This design comes from an exercise in tuning for small area, a short achievable clock period and few clock cycles per item on the open sky130 flow, not from production work. In this exercise RTL edits were held to simulation tests only and were not proved equivalent to the original.

File: design/flow/run.sh
#!/bin/bash
# synth_recipe.tcl (not shown) runs the flow's synth.tcl, then flattens the netlist and writes it again
# the make line also repeats each setting of config.mk as NAME=value (left out here)
make -C /OpenROAD-flow-scripts/flow DESIGN_CONFIG=/design/flow/config.mk WORK_HOME=/design/flow/orfs CLKGATE_MAP_FILE= SYNTH_SCRIPT=/design/flow/synth_recipe.tcl finish
File: design/flow/design.v
`default_nettype none
package matvec_pkg;
    localparam int vec_len = 3;
    localparam int mat_words = 9;
    localparam int sample_width = 14;
    localparam int result_width = 28;
    localparam int w_addr_width = 4;
    localparam int x_addr_width = 2;
    typedef logic signed [sample_width-1:0] sample_t;
    typedef logic signed [result_width-1:0] result_t;
    typedef logic [w_addr_width-1:0] w_addr_t;
    typedef logic [x_addr_width-1:0] x_addr_t;
    typedef struct packed {
        logic    en;
        w_addr_t addr;
        sample_t data;
    } coef_wr_t;
    typedef struct packed {
        logic en_product;
        logic en_acc;
        logic clear_acc;
    } mac_ctrl_t;
endpackage
`default_nettype wire
`timescale 1ns/1ps
`default_nettype none
module coef_memory
#(
    parameter int depth = 9
) (
    input  logic     clk,
    input  matvec_pkg::coef_wr_t wr,
    input  matvec_pkg::w_addr_t  rd_addr,
    output matvec_pkg::sample_t  rd_data
);
    matvec_pkg::sample_t mem [depth];
    always_ff @(posedge clk) begin
        if (wr.en) begin
            mem[wr.addr[$clog2(depth)-1:0]] <= wr.data;
        end
    end
    always_ff @(posedge clk) begin
        rd_data <= mem[rd_addr[$clog2(depth)-1:0]];
    end
endmodule
`default_nettype wire
`timescale 1ns/1ps
`default_nettype none
module load_sequencer
(
    input  logic     clk,
    input  logic     reset,
    input  logic     input_valid,
    input  matvec_pkg::sample_t  input_data,
    input  logic     rows_done,
    output logic     input_ready,
    output matvec_pkg::coef_wr_t w_wr,
    output matvec_pkg::coef_wr_t x_wr,
    output logic     load_done
);
    logic    loading;
    matvec_pkg::w_addr_t word_cnt;
    logic    accept;
    logic    last_word;
    logic    to_matrix;
    assign input_ready = loading;
    assign accept = input_valid && loading;
    assign last_word = (word_cnt == matvec_pkg::w_addr_t'(matvec_pkg::mat_words + matvec_pkg::vec_len - 1));
    assign to_matrix = (word_cnt < matvec_pkg::w_addr_t'(matvec_pkg::mat_words));
    always_comb begin
        w_wr.en   = accept && to_matrix;
        w_wr.addr = word_cnt;
        w_wr.data = input_data;
        x_wr.en   = accept && !to_matrix;
        x_wr.addr = word_cnt - matvec_pkg::w_addr_t'(matvec_pkg::mat_words);
        x_wr.data = input_data;
    end
    always_ff @(posedge clk) begin
        if (reset) begin
            loading   <= 1'b1;
            word_cnt  <= '0;
            load_done <= 1'b0;
        end else begin
            load_done <= 1'b0;
            if (accept) begin
                if (last_word) begin
                    loading   <= 1'b0;
                    word_cnt  <= '0;
                    load_done <= 1'b1;
                end else begin
                    word_cnt <= word_cnt + 1'b1;
                end
            end else if (rows_done) begin
                loading <= 1'b1;
            end
        end
    end
endmodule
`default_nettype wire
`timescale 1ns/1ps
`default_nettype none
module row_sequencer
(
    input  logic      clk,
    input  logic      reset,
    input  logic      load_done,
    input  logic      output_ready,
    output matvec_pkg::w_addr_t   w_rd_addr,
    output matvec_pkg::x_addr_t   x_rd_addr,
    output matvec_pkg::mac_ctrl_t mac_ctrl,
    output logic      output_valid,
    output logic      rows_done
);
    typedef struct packed {
        logic valid;
        logic first;
        logic last;
    } term_tag_t;
    logic [1:0] row;
    matvec_pkg::x_addr_t    col;
    logic       issuing;
    logic       last_col;
    logic       last_row;
    logic       transfer;
    term_tag_t  issue_tag;
    term_tag_t  rd_tag;
    term_tag_t  prod_tag;
    logic       acc_last;
    assign last_col = (col == matvec_pkg::x_addr_t'(matvec_pkg::vec_len - 1));
    assign last_row = (row == 2'(matvec_pkg::vec_len - 1));
    assign transfer = output_valid && output_ready;
    assign w_rd_addr = matvec_pkg::w_addr_t'(row) * matvec_pkg::w_addr_t'(matvec_pkg::vec_len) + matvec_pkg::w_addr_t'(col);
    assign x_rd_addr = col;
    always_comb begin
        issue_tag.valid = issuing;
        issue_tag.first = issuing && (col == '0);
        issue_tag.last  = issuing && last_col;
    end
    always_comb begin
        mac_ctrl.en_product = rd_tag.valid;
        mac_ctrl.en_acc     = prod_tag.valid;
        mac_ctrl.clear_acc  = prod_tag.valid && prod_tag.first;
    end
    always_ff @(posedge clk) begin
        if (reset) begin
            row          <= '0;
            col          <= '0;
            issuing      <= 1'b0;
            rd_tag       <= '0;
            prod_tag     <= '0;
            acc_last     <= 1'b0;
            output_valid <= 1'b0;
            rows_done    <= 1'b0;
        end else begin
            rd_tag    <= issue_tag;
            prod_tag  <= rd_tag;
            acc_last  <= prod_tag.valid && prod_tag.last;
            rows_done <= 1'b0;
            if (issuing) begin
                if (last_col) begin
                    issuing <= 1'b0;
                    col     <= '0;
                end else begin
                    col <= col + 1'b1;
                end
            end
            if (load_done) begin
                issuing <= 1'b1;
            end
            if (transfer) begin
                output_valid <= 1'b0;
                if (last_row) begin
                    row       <= '0;
                    rows_done <= 1'b1;
                end else begin
                    row     <= row + 1'b1;
                    issuing <= 1'b1;
                end
            end else if (acc_last) begin
                output_valid <= 1'b1;
            end
        end
    end
endmodule
`default_nettype wire
`timescale 1ns/1ps
`default_nettype none
module mac_unit
(
    input  logic      clk,
    input  logic      reset,
    input  matvec_pkg::mac_ctrl_t mac_ctrl,
    input  matvec_pkg::sample_t   w_data,
    input  matvec_pkg::sample_t   x_data,
    output matvec_pkg::result_t   acc_value
);
    matvec_pkg::result_t product;
    matvec_pkg::result_t acc;
    assign acc_value = acc;
    always_ff @(posedge clk) begin
        if (mac_ctrl.en_product) begin
            product <= w_data * x_data;
        end
    end
    always_ff @(posedge clk) begin
        if (reset) begin
            acc <= '0;
        end else begin
            case ({mac_ctrl.clear_acc, mac_ctrl.en_acc})
                2'b11: begin
                    acc <= product;
                end
                2'b10: begin
                    acc <= '0;
                end
                2'b01: begin
                    acc <= acc + product;
                end
                default: begin
                    acc <= acc;
                end
            endcase
        end
    end
endmodule
`default_nettype wire
`timescale 1ns/1ps
`default_nettype none
module matvec3
(
    input  logic    clk,
    input  logic    reset,
    input  logic    input_valid,
    output logic    input_ready,
    input  matvec_pkg::sample_t input_data,
    output logic    output_valid,
    input  logic    output_ready,
    output matvec_pkg::result_t output_data
);
    matvec_pkg::coef_wr_t  w_wr;
    matvec_pkg::coef_wr_t  x_wr;
    logic      load_done;
    logic      rows_done;
    matvec_pkg::w_addr_t   w_rd_addr;
    matvec_pkg::x_addr_t   x_rd_addr;
    matvec_pkg::sample_t   w_data;
    matvec_pkg::sample_t   x_data;
    matvec_pkg::mac_ctrl_t mac_ctrl;
    load_sequencer load_seq_i (
        .clk         (clk),
        .reset       (reset),
        .input_valid (input_valid),
        .input_data  (input_data),
        .rows_done   (rows_done),
        .input_ready (input_ready),
        .w_wr        (w_wr),
        .x_wr        (x_wr),
        .load_done   (load_done)
    );
    row_sequencer row_seq_i (
        .clk          (clk),
        .reset        (reset),
        .load_done    (load_done),
        .output_ready (output_ready),
        .w_rd_addr    (w_rd_addr),
        .x_rd_addr    (x_rd_addr),
        .mac_ctrl     (mac_ctrl),
        .output_valid (output_valid),
        .rows_done    (rows_done)
    );
    coef_memory #(.depth(matvec_pkg::mat_words)) matrix_mem (
        .clk     (clk),
        .wr      (w_wr),
        .rd_addr (w_rd_addr),
        .rd_data (w_data)
    );
    coef_memory #(.depth(matvec_pkg::vec_len)) vector_mem (
        .clk     (clk),
        .wr      (x_wr),
        .rd_addr (matvec_pkg::w_addr_t'(x_rd_addr)),
        .rd_data (x_data)
    );
    mac_unit mac_i (
        .clk       (clk),
        .reset     (reset),
        .mac_ctrl  (mac_ctrl),
        .w_data    (w_data),
        .x_data    (x_data),
        .acc_value (output_data)
    );
endmodule
`default_nettype wire
File: design/flow/config.mk
export PLATFORM = sky130hd
export DESIGN_NAME = matvec3
export DESIGN_NICKNAME = matvec3
export VERILOG_FILES = /design/flow/design.v
export SDC_FILE = /design/flow/constraint.sdc
export NUM_CORES = 4
export LEC_CHECK = 0
export CAP_MARGIN = 20
export CORE_MARGIN = 2
export CORE_UTILIZATION = 40
export SLEW_MARGIN = 20
File: design/flow/constraint.sdc
create_clock -name core_clock -period 7.0 [get_ports {clk}]
set_input_delay 1.4000 -clock core_clock [delete_from_list [all_inputs] [get_ports {clk}]]
set_output_delay 1.4000 -clock core_clock [all_outputs]
set_load 0.01 [all_outputs]
==> impl_metrics.tcl, run 1 <==
set metrics [dict create \
    slew_headroom 0.288 \
    setup_tns_ns 0 \
    viasPerCell 4.88 \
    timing.final.hold_violations 0 \
    crit_path_cell_trace "and2_1 > fa_1 > inv_1 > fa_1 > inv_1 > fa_1 > inv_1 > fa_1 > inv_1 > fa_1 > inv_1 > fa_1 > inv_1 > ha_1 > or3_4 > a21oi_1 > o21ai_1 > a21oi_2 > a2111oi_0 > buf_4 > o31ai_2 > o21ai_0 > a21oi_1 > xnor2_1" \
    antenna_found_initial 1 \
    grt_pass1_wl_microns 61300 \
    drv_slew 0 \
    crit_path_max_incr_delay_ns 0.53 \
    yosysTopAreaCellShare 0.313 \
    final.setup_skew_ns 0.0426 \
    crit_slowest_cell "fa_1" \
    rows 79 \
    syn_to_final_growth_pct 11.4 \
    async_reset_ff_frac 0 \
    rr_endpoint "mac_i.product[27]" \
    cts_resized 0 \
    drtIter0Drc 629 \
    max-cap-violations 0 \
    synth_common_cells "inv_1 (246), fa_1 (198), edfxtp_1 (196)" \
    dieArea_sq_um 48800 \
    crit_buf_inv 7 \
    fmax_mhz 156 \
    fp.dieH_microns 221 \
    cts_setup_buffers 0 \
    hpwlAfterDp_microns 27200 \
    n_antenna_cell 0 \
    port_buffers 47 \
    setup_violations 0 \
    multi_input_area_sq_um 10300 \
    routed-via-count 11200 \
    nets 1992 \
    synth_nets 1971 \
    synth-main-ff-cell "edfxtp_1" \
    synth_edf_count 196 \
    cts_made_buffers 30 \
    clockRootBuffer "clkbuf_16" \
    start_util 0.405 \
    crit_path_start_kind "flip-flop" \
    cp_top_family "adder cells" \
    worstMarginPinSlew_ns 1.07 \
    r2r_cells 24 \
    grt-ovfl-total 0 \
    ff2ff_setup_slack_ns 0.57 \
    grt_max_degree 54 \
    rsz0062_at_grt "no" \
    wl_per_cell_microns 15.8 \
    clk-insertion-delay-late_ns 0.59 \
    ys_types 65 \
    syn_inst 1649 \
    hold_end "row_seq_i.prod_tag[0]" \
    fill_cells 4239 \
    stdcell_area_sq_um 21000 \
    route.detailed.drc 0 \
    r2r-start "matrix_mem.rd_data[7]" \
    grt_pass1_vias 11800 \
    yosys_warnings 5 \
    hp-class "flip-flop to flip-flop" \
    drive_gt1_frac 0.0703 \
    outcome "complete, no violations" \
    cts_buffer_depth 3 \
    pre_cts_ws_ns 0.508 \
    syn_avg_cell_area_sq_um 11.4 \
    core_area_sq_um 46600 \
    path_depth 24 \
    synth_most_common_cell "inv_1" \
    syn-cell-area_sq_um 18800 \
    grt_usage 0.153 \
    yosysSeqAreaShare 0.393 \
    yosys.area.top_type "edfxtp_1" \
    synth-seq-cells 272 \
    tritoncts "yes" \
    fin_crit_sh 0.919 \
    ios 48 \
    fin_ws_ns 0.570 \
    seq_area_sq_um 7410 \
    worst-setup-path-type "flip-flop to flip-flop" \
    gp_congestion 0.854 \
    period_needed_ns 6.43 \
    firstDrtPassIters 8 \
    cts_max_level 1 \
    postCtsHoldBufs 0 \
    drt_wl_total_microns 36400 \
    ant_nets 0 \
    min_from "row_seq_i.rd_tag[0]" \
    clock-sinks 272 \
    min_delay_path_depth 1 \
    die_x_microns 221 \
    crit_fanout 14 \
    clkTransAtPathRegs_ns 0.06 \
    crit_path_end_kind "flip-flop" \
    required_ns 7.31 \
    arrival_ns 6.74 \
    placed_area_sq_um 19900 \
    yosys-top-cells-area "edfxtp_1 (31%), fa_1 (21%), dfxtp_1 (8.1%)" \
]
[worst reg2reg max path, cell delays in order, from the launching register on]
cell and delay (ns):
dfxtp_1 0.48, and2_1 0.25, fa_1 0.53, inv_1 0.05
fa_1 0.47, inv_1 0.05, fa_1 0.49, inv_1 0.05
fa_1 0.52, inv_1 0.05, fa_1 0.47, inv_1 0.05
fa_1 0.47, inv_1 0.04, ha_1 0.20, or3_4 0.36
a21oi_1 0.19, o21ai_1 0.10, a21oi_2 0.25, a2111oi_0 0.17
buf_4 0.18, o31ai_2 0.35, o21ai_0 0.16, a21oi_1 0.19
xnor2_1 0.08
[sequential cells by signal, summed over array words and instances, names as in the netlist, 3 cells and up]
name	flops
mac_i.acc	28
mac_i.product	28
load_seq_i.word_cnt	4
vector_mem.rd_data	14
row_seq_i.prod_tag	3
row_seq_i.rd_tag	3
vector_mem.mem	42
matrix_mem.mem	126
matrix_mem.rd_data	14
[cell type report]
class / count / share of cell area
multi-input combinational: 1061 / 0.491
sequential: 272 / 0.353
inverter: 247 / 0.0442
tap: 607 / 0.0362
clock buffer: 32 / 0.0361
timing repair buffer: 58 / 0.0261
clock inverter: 23 / 0.0128
[per-stage QoR]
step | hold slack (ns) | utilization | cells
after floorplan | 0.414 | - | 1649
after global placement | 0.423 | 0.428 | 2245
after detailed placement | 0.421 | 0.428 | 2245
after CTS | 0.436 | 0.450 | 2300
after global routing | 0.456 | 0.451 | 2300
final | 0.435 | 0.451 | 2300
[worst max path at each step]
stage                     startpoint                end  slack, ns
2_1_floorplan  matrix_mem.rd_data[7]  mac_i.product[24]       0.92
3_3_place_gp   matrix_mem.rd_data[7]  mac_i.product[27]       0.58
3_5_place_dp   matrix_mem.rd_data[7]  mac_i.product[27]       0.51
4_1_cts        matrix_mem.rd_data[7]  mac_i.product[27]       0.50
5_1_grt        matrix_mem.rd_data[7]  mac_i.product[27]       0.18
6_report       matrix_mem.rd_data[7]  mac_i.product[27]       0.57
[per-layer routing]
layer  global-route usage  part of all wire  wire, microns
met5                    0                 0              0
met3               0.0204             0.029           1040
met2                0.260              0.47          17000
met4               0.0325             0.019            704
met1                0.209              0.48          17600
[cell families (layout without fill, tap and decap cells)]
group           after synthesis  count (layout)  synth area share
compound gates              223             223            0.0770
xor+xnor                     46              46            0.0214
flops                       272             272             0.393
mux                          70              70            0.0559
simple gates                418             418             0.108
fa+ha+maj                   304             304             0.281
buf+inv                     316             360            0.0630
[layout by cell type (no fill, tap or decap), types with 41 or more instances in the layout]
cell type        instances
mux2i_1                 41
edfxtp_1               196
o21ai_0                 67
a21oi_1                 53
nor2_1                  69
dfxtp_1                 73
inv_1                  246
clkdlybuf4s50_1         46
nand2_1                150
fa_1                   198
ha_1                   105
and2_1                 111
Testbench counts, summed over its fixed seeds: cycles 13,432, items 1,152.
==> run 2: changes to the inputs <==
==> design/flow/design.v (replaced) <==
`timescale 1ns/1ps
`default_nettype none
module matvec3
(
    input  logic               clk,
    input  logic               reset,
    input  logic               input_valid,
    output logic               input_ready,
    input  logic signed [13:0] input_data,
    output logic               output_valid,
    input  logic               output_ready,
    output logic signed [27:0] output_data
);
    logic [3:0]         ph;        
    logic signed [13:0] ring [12];
    logic [3:0]         wc;
    logic               active;    
    logic [3:0]         pi;        
    logic [1:0]         pr;        
    logic [1:0]         pc;        
    logic [1:0]         xl;        
    logic signed [27:0] acc;
    logic signed [13:0] x_op;
    logic [3:0]         pi_ph;     
    logic slot_free;
    logic accept;
    logic fire;
    logic stall_out;
    always_comb begin
        if (wc < 4'd9)       slot_free = !active || (pi > wc);
        else if (wc == 4'd9) slot_free = !active;
        else                 slot_free = 1'b1;
    end
    assign input_ready = (ph == wc) && slot_free;
    assign accept      = input_valid && input_ready;
    assign stall_out   = output_valid && !output_ready;
    assign pi_ph       = (pi < 4'd2) ? pi + 4'd10 : pi - 4'd2;
    assign fire        = active && (ph == pi_ph) && (xl > pc) && !stall_out;
    assign output_data = acc;
    always_comb begin
        case (pr)
            2'd0:    x_op = ring[0];
            2'd1:    x_op = ring[3];
            default: x_op = ring[6];
        endcase
    end
    always_ff @(posedge clk) begin
        ring[0] <= accept ? input_data : ring[11];
        for (int k = 1; k < 12; k++) ring[k] <= ring[k-1];
    end
    always_ff @(posedge clk) begin
        if (fire) begin
            acc <= ((pc == 2'd0) ? 28'sd0 : acc) + ring[9] * x_op;
        end
    end
    always_ff @(posedge clk) begin
        if (reset) begin
            ph           <= '0;
            wc           <= '0;
            active       <= 1'b0;
            pi           <= '0;
            pr           <= '0;
            pc           <= '0;
            xl           <= '0;
            output_valid <= 1'b0;
        end else begin
            ph <= (ph == 4'd11) ? 4'd0 : ph + 4'd1;
            if (accept) begin
                wc <= (wc == 4'd11) ? 4'd0 : wc + 4'd1;
                if (wc == 4'd9) begin
                    active <= 1'b1;
                    pi     <= '0;
                    pr     <= '0;
                    pc     <= '0;
                    xl     <= 2'd1;
                end else if (wc > 4'd9) begin
                    xl <= xl + 2'd1;
                end
            end
            if (fire) begin
                pi <= pi + 4'd1;
                if (pc == 2'd2) begin
                    pc <= '0;
                    pr <= pr + 2'd1;
                end else begin
                    pc <= pc + 2'd1;
                end
                if (pi == 4'd8) active <= 1'b0;
            end
            if (fire && pc == 2'd2) output_valid <= 1'b1;
            else if (output_ready)  output_valid <= 1'b0;
        end
    end
endmodule
`default_nettype wire
==> run 2 against run 1 <==
Against the previous run:
- clock-buffer cell count is 3 lower
- critical path depth is the same
- final area down 19%
- critical path type unchanged
- flip-flop and latch count down 56
- first-iteration DRC count decreased by 38%
- synthesized area shrank 22%
==> impl_metrics.tcl, run 2 <==
set metrics [dict create \
    clk-insertion-delay-late_ns 0.53 \
    tritoncts "yes" \
    synth_edf_count 28 \
    mostFrequentLayoutCell "inv_1" \
    final.setup_skew_ns 0.0173 \
    n_antenna_cell 0 \
    syn-cell-area_sq_um 14800 \
    pre_cts_ws_ns -0.0434 \
    drive_gt1_frac 0.0947 \
    yosys.area.top_type "fa_1" \
    nets 1818 \
    grt_pass1_vias 10300 \
    die_x_microns 196 \
    setup.worst_path.start "pr[0]" \
    drt_wl_total_microns 30100 \
    hp-class "flip-flop to flip-flop" \
    wl_per_cell_microns 15.4 \
    fin_crit_sh 0.953 \
    slew_headroom 0.368 \
    routed-via-count 9251 \
    placed_area_sq_um 16000 \
    route.detailed.drc 0 \
    firstDrtPassIters 4 \
    async_reset_ff_frac 0 \
    synth-seq-cells 216 \
    viasPerCell 4.73 \
    syn_to_final_growth_pct 15.3 \
    cts_made_buffers 23 \
    core_area_sq_um 36500 \
    ys_types 56 \
    grt_pass1_wl_microns 52000 \
    grt_usage 0.170 \
    yosys-top-cells-area "fa_1 (31%), dfxtp_1 (25%), ha_1 (8.3%)" \
    ios 48 \
    required_ns 7.29 \
    crit_path_start_kind "flip-flop" \
    cts_max_level 1 \
    fmax_mhz 150 \
    drtIter0Drc 392 \
    postCtsHoldBufs 0 \
    synth-main-ff-cell "dfxtp_1" \
    yosysSeqAreaShare 0.312 \
    port_buffers 47 \
    fin_ws_ns 0.332 \
    hpwlAfterDp_microns 23500 \
    max-cap-violations 0 \
    period_needed_ns 6.67 \
    drv_slew 0 \
    dieArea_sq_um 38500 \
    worst-setup-path-type "flip-flop to flip-flop" \
    r2r-start "pr[0]" \
    arrival_ns 6.96 \
    synth_common_cells "inv_1 (281), fa_1 (230), dfxtp_1 (188)" \
    largest_reg_flops 168 \
    setup_violations 0 \
    worstMarginPinSlew_ns 0.945 \
    stdcell_area_sq_um 17000 \
    crit_path_end_kind "flip-flop" \
    fp.dieH_microns 196 \
    clock-sinks 216 \
    gp_congestion 0.784 \
    start_util 0.404 \
    grt-ovfl-total 0 \
    syn_inst 1391 \
    outcome "complete, no violations" \
    antenna_found_initial 0 \
    syn_avg_cell_area_sq_um 10.6 \
    crit_fanout 14 \
    ant_nets 0 \
    cts_buffer_depth 3 \
    grt_max_degree 35 \
    final_cell_mix "inv_1 (280), fa_1 (230), dfxtp_1 (188)" \
    hold_slack_ns 0.321 \
    yosysTopAreaCellShare 0.312 \
    min_from "ring[8][8]" \
    clkTransAtPathRegs_ns 0.07 \
    timing.final.hold_violations 0 \
    synth_nets 1737 \
    synth_most_common_cell "inv_1" \
    rows 70 \
    yosys_warnings 2 \
    clockRootBuffer "clkbuf_16" \
]
-- run 2: cell count changes in the layout (fill, tap and decap cells not counted), moves of 13 or more --
cell | before | now
mux2_2 | 1 | 15
mux4_2 | 28 | 0
buf_4 | 11 | 49
o21ai_0 | 67 | 15
nor2_1 | 69 | 30
fa_1 | 198 | 230
a21oi_1 | 53 | 25
mux2i_1 | 41 | 4
edfxtp_1 | 196 | 28
dfxtp_1 | 73 | 188
inv_1 | 246 | 280
a211oi_1 | 16 | 3
-- run 2: per-stage QoR --
step	util	setup TNS [ns]	cells
finish	0.466	0	1957
global route	0.466	-0.0208	1957
CTS	0.462	0	1948
detailed placement	0.438	-0.0829	1906
global placement	0.438	0	1906
floorplan	-	0	1391
-- run 2: final timing paths --
kind / cells past startpoint / slack [ns] / to
worst min-delay path: 0 / 0.32 / ring[9][8]
worst min register to register: 0 / 0.32 / ring[9][8]
worst max-delay path: 24 / 0.33 / acc[24]
worst max register to register: 24 / 0.33 / acc[24]
-- run 2: logic make-up after synthesis --
group	synth area share
flops	0.312
simple gates	0.112
mux	0.0141
buf+inv	0.0848
fa+ha+maj	0.395
xor+xnor	0.0273
compound gates	0.0554
-- run 2: layout make-up --
class | instances | area (sq um)
fill | 3355 | 19500
multi-input combinational | 849 | 9020
sequential | 216 | 4600
inverter | 282 | 1060
timing repair buffer | 100 | 910
clock buffer | 29 | 638
tap | 468 | 586
clock inverter | 13 | 206
-- run 2: metal layers --
layer	wire length (microns)	GRT usage
met4	589	0.0348
met3	1050	0.0225
met5	0	0
met2	15000	0.303
met1	13500	0.220
-- run 2: timing repair --
item	in CTS	in global routing
pin swaps	0	6
endpoints found under the setup margin	3	10
setup buffers	0	9
hold endpoints to repair	0	0
gates resized for setup	3	20
-- run 2: worst max-delay path, stage by stage, from the launching register on --
cell	delay, ns
dfxtp_1	0.33
inv_1	0.08
ha_1	0.25
buf_6	0.18
a22oi_1	0.28
nand2_4	0.18
nand2_1	0.26
fa_1	0.49
fa_1	0.55
inv_1	0.06
fa_1	0.49
fa_1	0.51
fa_1	0.49
inv_1	0.05
fa_1	0.47
inv_1	0.04
ha_1	0.29
o21ai_0	0.19
nand2b_1	0.11
a41oi_2	0.20
o211ai_1	0.11
buf_4	0.17
a221oi_4	0.28
nor3_1	0.09
a211o_1	0.27
Testbench counts of run 2, summed over its fixed seeds: cycles 4,672, items 1,152.

separate check: timing with driven ports:
Ports are ideal in the flow. The routed layouts listed here were re-timed in OpenROAD.
Step 1 assumes that a clkbuf_16 drives the clock port and a buf_2 every other input.
Step 2 also shifts input and output timing later by t, the mid clock arrival at the registers, as if the neighbouring blocks saw the same clock.
Slacks: ideal / step 1 / step 2; pairs: ideal / step 1.
| run | t, ns | setup slack, ns | hold slack, ns | worst data-port slew with drivers (ns) | pins driven straight from the clock port |
|---|---|---|---|---|---|
| run 1 | 0.626 | 0.570 / 0.570 / 0.570 | 0.435 / 0.435 / 0.435 | 0.04 | 1 |
| run 2 | 0.575 | 0.332 / 0.332 / 0.332 | 0.321 / 0.321 / 0.321 | 0.04 | 1 |
After both steps every run listed still meets setup and hold.
